Context: an optimization exercise on an open-source flow, tuned for small area and a short achievable clock period. The choices shown serve that exercise and are no tape-out recipe. The RTL was checked by simulation tests, not by an equivalence proof against the original design.

## md_unit
module md_unit #(
  parameter int WIDTH       = 32,
  parameter int MULT_CYCLES = 5,
  parameter int DIV_CYCLES  = 10
) (
  input  logic             clk,
  input  logic             reset,
  input  logic             start,
  input  logic [2:0]       op,
  input  logic [WIDTH-1:0] a,
  input  logic [WIDTH-1:0] b,
  input  logic             hi_we,
  input  logic             lo_we,
  input  logic             cancel,
  output logic [WIDTH-1:0] hi,
  output logic [WIDTH-1:0] lo,
  output logic             busy,
  output logic             done
);
Size: about 2300 cells after synthesis, ~180 flip-flops, about 140 I/O pins, roughly 18000 um2 of cells after synthesis.
==> flow/config.mk <==
export PLATFORM = sky130hd
export DESIGN_NAME = md_unit
export DESIGN_NICKNAME = md_unit
export VERILOG_FILES = /design/flow/design.v
export SDC_FILE = /design/flow/constraint.sdc
export NUM_CORES = 4
export LEC_CHECK = 0
export ABC_AREA = 1
export CAP_MARGIN = 5
export CORE_MARGIN = 2
export CORE_UTILIZATION = 40
export SLEW_MARGIN = 5
==> flow/constraint.sdc <==
create_clock -name core_clock -period 80.0 [get_ports {clk}]
set_input_delay 16.0000 -clock core_clock [delete_from_list [all_inputs] [get_ports {clk}]]
set_output_delay 16.0000 -clock core_clock [all_outputs]
set_load 0.01 [all_outputs]
standard.sh (not shown) runs the stock make flow with config.mk's settings and CLKGATE_MAP_FILE= SYNTH_SCRIPT=/design/flow/synth_recipe.tcl, a recipe that flattens the netlist after the stock synthesis.
==> flow/flow/run.sh <==
#!/bin/bash
set -e
export BUFFER_PORTS_ARGS="-buffer_cell sky130_fd_sc_hd__buf_1"
export SETUP_SLACK_MARGIN=62.85
bash standard.sh > standard.log 2>&1
Rerun with:
- CAP_MARGIN: 5 -> 20
- SLEW_MARGIN: 5 -> 20
After rerunning: Register-to-register slack gains 0.05 ns; hold slack is about the same; flip-flop and latch count does not change; routed wire length came out lower by 0.36%; non-clock buffer count came out lower by 6; design area came out lower by about 0.36%; first-iteration DRC count came out higher by 0.50%; maximum frequency hardly moves.

lane 1:
The RTL this note starts from:
==> flow/design.v <==
module md_unit #(
  parameter int WIDTH       = 32,
  parameter int MULT_CYCLES = 5,
  parameter int DIV_CYCLES  = 10
) (
  input  logic             clk,
  input  logic             reset,
  input  logic             start,
  input  logic [2:0]       op,
  input  logic [WIDTH-1:0] a,
  input  logic [WIDTH-1:0] b,
  input  logic             hi_we,
  input  logic             lo_we,
  input  logic             cancel,
  output logic [WIDTH-1:0] hi,
  output logic [WIDTH-1:0] lo,
  output logic             busy,
  output logic             done
);
  localparam int W = 35;
  logic        busy_q, done_q;
  logic [3:0]  cnt_q;
  logic [2:0]  op_q;
  logic        aneg_q, bprev_q;
  logic [31:0] A_q;
  logic [35:0] L_q;
  logic [W-1:0] U_q;
  logic [31:0] hi_q, lo_q;
  wire idle   = ~busy_q;
  logic is_div, is_mul;
  logic m5, d10;    
  wire sgn    = ~op_q[0];
  wire acc    = op_q[2];
  wire sub    = op_q[2] & op_q[1];
  wire last   = m5 | d10;
  wire        dneg = sgn & A_q[31];
  wire [W-1:0] Ax  = {{(W-32){sgn & A_q[31]}}, A_q};
  function automatic logic [W-1:0] add_bk(input logic [W-1:0] x, input logic [W-1:0] y,
                                          input logic ci);
    logic [W:0] g, p;
    g = {x & y, ci};
    p = {x ^ y, 1'b0};
    for (int l = 1; l < 64; l = l * 2)
      for (int i = 2 * l - 1; i <= W; i = i + 2 * l) begin
        g[i] = g[i] | (p[i] & g[i-l]);
        p[i] = p[i] & p[i-l];
      end
    for (int l = 32; l >= 1; l = l / 2)
      for (int i = 3 * l - 1; i <= W; i = i + 2 * l) begin
        g[i] = g[i] | (p[i] & g[i-l]);
        p[i] = p[i] & p[i-l];
      end
    add_bk = (x ^ y) ^ g[W-1:0];
  endfunction
  logic [W-1:0] X [0:3];
  logic [W-1:0] Y [0:3];
  logic [W-1:0] S [0:3];
  logic [3:0]   cin, q;
  logic [1:0]   s2;
  logic         c2;
  always_comb begin
    for (int r = 0; r < 4; r++) begin
      logic b2, b1, b0, p1, p2, ph, ng;
      logic [W-1:0] pre;
      if (r == 0)      X[0] = {U_q[W-1:1], U_q[0] & ~d10};
      else if (!is_mul) X[r] = {S[r-1][W-2:0], L_q[35-r]};
      else             X[r] = {{2{S[r-1][W-1]}}, S[r-1][W-1:2]};
      b2 = (r == 0 && m5) ? L_q[33] : L_q[2*r+1];    
      b1 = (r == 0 && m5) ? L_q[32] : L_q[2*r];
      b0 = (r == 0) ? bprev_q : L_q[2*r-1];
      ph = 1'b0;
      if (is_div) begin
        p1 = ~(d10 & (r == 0));
        p2 = d10 & (r == 0);
        ng = ~(dneg ^ X[r][W-1]);    
      end else if (m5 && r != 0) begin
        p1 = 1'b0;
        p2 = 1'b0;
        ph = (r == 1) & acc;
        ng = 1'b0;
      end else begin
        p1 = b1 ^ b0;
        p2 = (b2 & ~b1 & ~b0) | (~b2 & b1 & b0);
        ng = b2 ^ sub;
      end
      pre = ({W{p1}} & Ax) | ({W{p2}} & {Ax[W-2:0], 1'b0});
      if (r == 1) pre = pre | ({W{ph}} & {5'd0, hi_q[31:2]});
      Y[r]   = pre ^ {W{ng}};
      cin[r] = (m5 && r == 1) ? c2 : ng;
      S[r] = add_bk(X[r], Y[r], cin[r]);
      q[r] = ~S[r][W-1] ^ aneg_q;
      if (r == 0) {c2, s2} = {1'b0, S[0][1:0]} + {1'b0, {2{acc}} & hi_q[1:0]};
    end
  end
  wire        x0n   = X[0][W-1];
  wire        use_s = x0n ^ aneg_q;
  wire        exact = aneg_q & (x0n ? ~|S[0] : ~|X[0]);
  wire [W-1:0] vc   = use_s ? S[0] : X[0];
  function automatic logic [31:0] cinc(input logic [31:0] x, input logic c0);
    logic c;
    c = c0;
    for (int k = 0; k < 32; k++) begin
      cinc[k] = x[k] ^ c;
      c       = x[k] & c;
    end
  endfunction
  wire        d_nz = |A_q;
  wire        negq = (aneg_q ^ dneg) & d_nz;
  wire [31:0] lo_r = cinc(L_q[31:0], is_div & (exact ^ negq));
  wire [31:0] d_hi = vc[32:1] & {32{~exact}};
  wire [31:0] m_hi = {S[1][29:0], s2};
  wire finish = busy_q & ~cancel & last;
  wire aneg_in = a[31] & ~op[0];
  logic [31:0] hi_t, lo_t;
  always_comb begin
    if (idle) begin
      hi_t = (!start && hi_we) ? a : hi_q;
      lo_t = (!start && lo_we) ? a : lo_q;
    end else if (last) begin
      hi_t = is_mul ? m_hi : d_hi;
      lo_t = lo_r;
    end else begin
      hi_t = hi_q;
      lo_t = lo_q;
    end
  end
  wire hold = busy_q & cancel;
  always_ff @(posedge clk or negedge reset) begin
    if (!reset) begin
      busy_q <= 1'b0;
      done_q <= 1'b0;
      hi_q   <= '0;
      lo_q   <= '0;
    end else begin
      done_q <= finish;
      if (idle) busy_q <= start;
      else if (cancel | last) busy_q <= 1'b0;
      hi_q <= hold ? hi_q : hi_t;
      lo_q <= hold ? lo_q : lo_t;
    end
  end
  always_ff @(posedge clk) begin
    if (idle) begin
      cnt_q   <= 4'd0;
      op_q    <= op;
      is_div  <= ~op[2] & op[1];
      is_mul  <= op[2] | ~op[1];
      m5      <= 1'b0;
      d10     <= 1'b0;
      A_q     <= b;
      L_q     <= {{4{aneg_in}}, a};
      U_q     <= op[2] ? {{(W-32){1'b0}}, lo_q} : {W{aneg_in & op[1]}};
      aneg_q  <= aneg_in;
      bprev_q <= 1'b0;
    end else begin
      cnt_q   <= cnt_q + 4'd1;
      m5      <= ~is_div & (cnt_q == 4'd3);
      d10     <= is_div & (cnt_q == 4'd8);
      bprev_q <= L_q[7];
      if (!is_mul) begin
        L_q <= {L_q[31:0], {q[0], q[1], q[2], q[3]} ^ {4{negq}}};
        U_q <= {S[3][W-2:0], L_q[31]};
      end else begin
        L_q <= {L_q[35:32], S[3][1:0], S[2][1:0], S[1][1:0], S[0][1:0], L_q[31:8]};
        U_q <= {{2{S[3][W-1]}}, S[3][W-1:2]};
      end
    end
  end
  assign hi   = hi_q;
  assign lo   = lo_q;
  assign busy = busy_q;
  assign done = done_q;
endmodule
export LEC_CHECK = 0
export ABC_AREA = 1
export CAP_MARGIN = 20
export CORE_MARGIN = 2
export CORE_UTILIZATION = 40
export CTS_BUF_LIST = sky130_fd_sc_hd__clkbuf_8
export CTS_CLUSTER_SIZE = 30
export SLEW_MARGIN = 20
create_clock -name core_clock -period 80.0 [get_ports {clk}]
==> flow/flow/run.sh <==
#!/bin/bash
set -e
export BUFFER_PORTS_ARGS="-buffer_cell sky130_fd_sc_hd__buf_1"
export SETUP_SLACK_MARGIN=62.75
bash standard.sh > standard.log 2>&1
Both conditions hold for lane 1: the flow ran to the end and the final layout passed the timing, DRC and antenna checks.
Edits applied to the flow inputs when going from lane 1 to lane 2:
Settings: CTS_BUF_LIST no longer set, was sky130_fd_sc_hd__clkbuf_8; CTS_CLUSTER_SIZE no longer set, was 30.
## What came out
- Having completed the whole flow, lane 1 delivered a layout that passed the timing, DRC and antenna checks.
- The flow did not stop early for lane 2: all stages ran, and the layout cleared the timing, DRC and antenna checks.
- In terms of final routed wirelength across all metal layers, lane 2 and lane 1 differ only marginally.
- The global-route usage on lane 1 is in line with that on lane 2.
- Compared with lane 1, in lane 2 count of TritonRoute iterations in the first routing pass higher; wire length of the first global-routing pass roughly the same; netlist area before placement roughly the same; via count roughly the same.
- Lane 2 -> lane 1: count of non-filler cells in the finished layout flat
- Re count of clock-buffer cells in the layout: lane 2 is 3 up on lane 1.

[port drivers added, routing unchanged]
In the flow no input, the clock included, has a driving cell. The finished layouts below were timed again as built, in two steps.
Step 1: set_driving_cell puts a clkbuf_16 on clk and a buf_2 on each other input, an assumption about the parent block.
Step 2, shift: input delay + t, output delay - t, t = (earliest + latest rising clock arrival at the registers) / 2. This alone moves slack from input paths to output paths.
Slacks: ideal ports / drivers / drivers and shift; pairs: ideal ports / drivers.
run | shift t [ns] | setup WS [ns] | hold WS [ns] | worst slew at a driven data input, ns
the first run of note 1 | 0.537 | 62.866 / 62.810 / 62.484 | 0.468 / 0.468 / 0.468 | 0.04
the second run of note 1 | 0.535 | 62.873 / 62.817 / 62.470 | 0.469 / 0.469 / 0.469 | 0.04
lane 1 | 0.597 | 62.761 / 62.760 / 62.196 | 0.449 / 0.449 / 0.449 | 0.05
lane 2 | 0.542 | 62.819 / 62.813 / 62.313 | 0.447 / 0.447 / 0.447 | 0.05
After both steps setup and hold are still met in every run listed. For lane 1, which loses most, drivers alone change the setup slack by -0.001 ns; drivers and shift together by -0.565 ns.
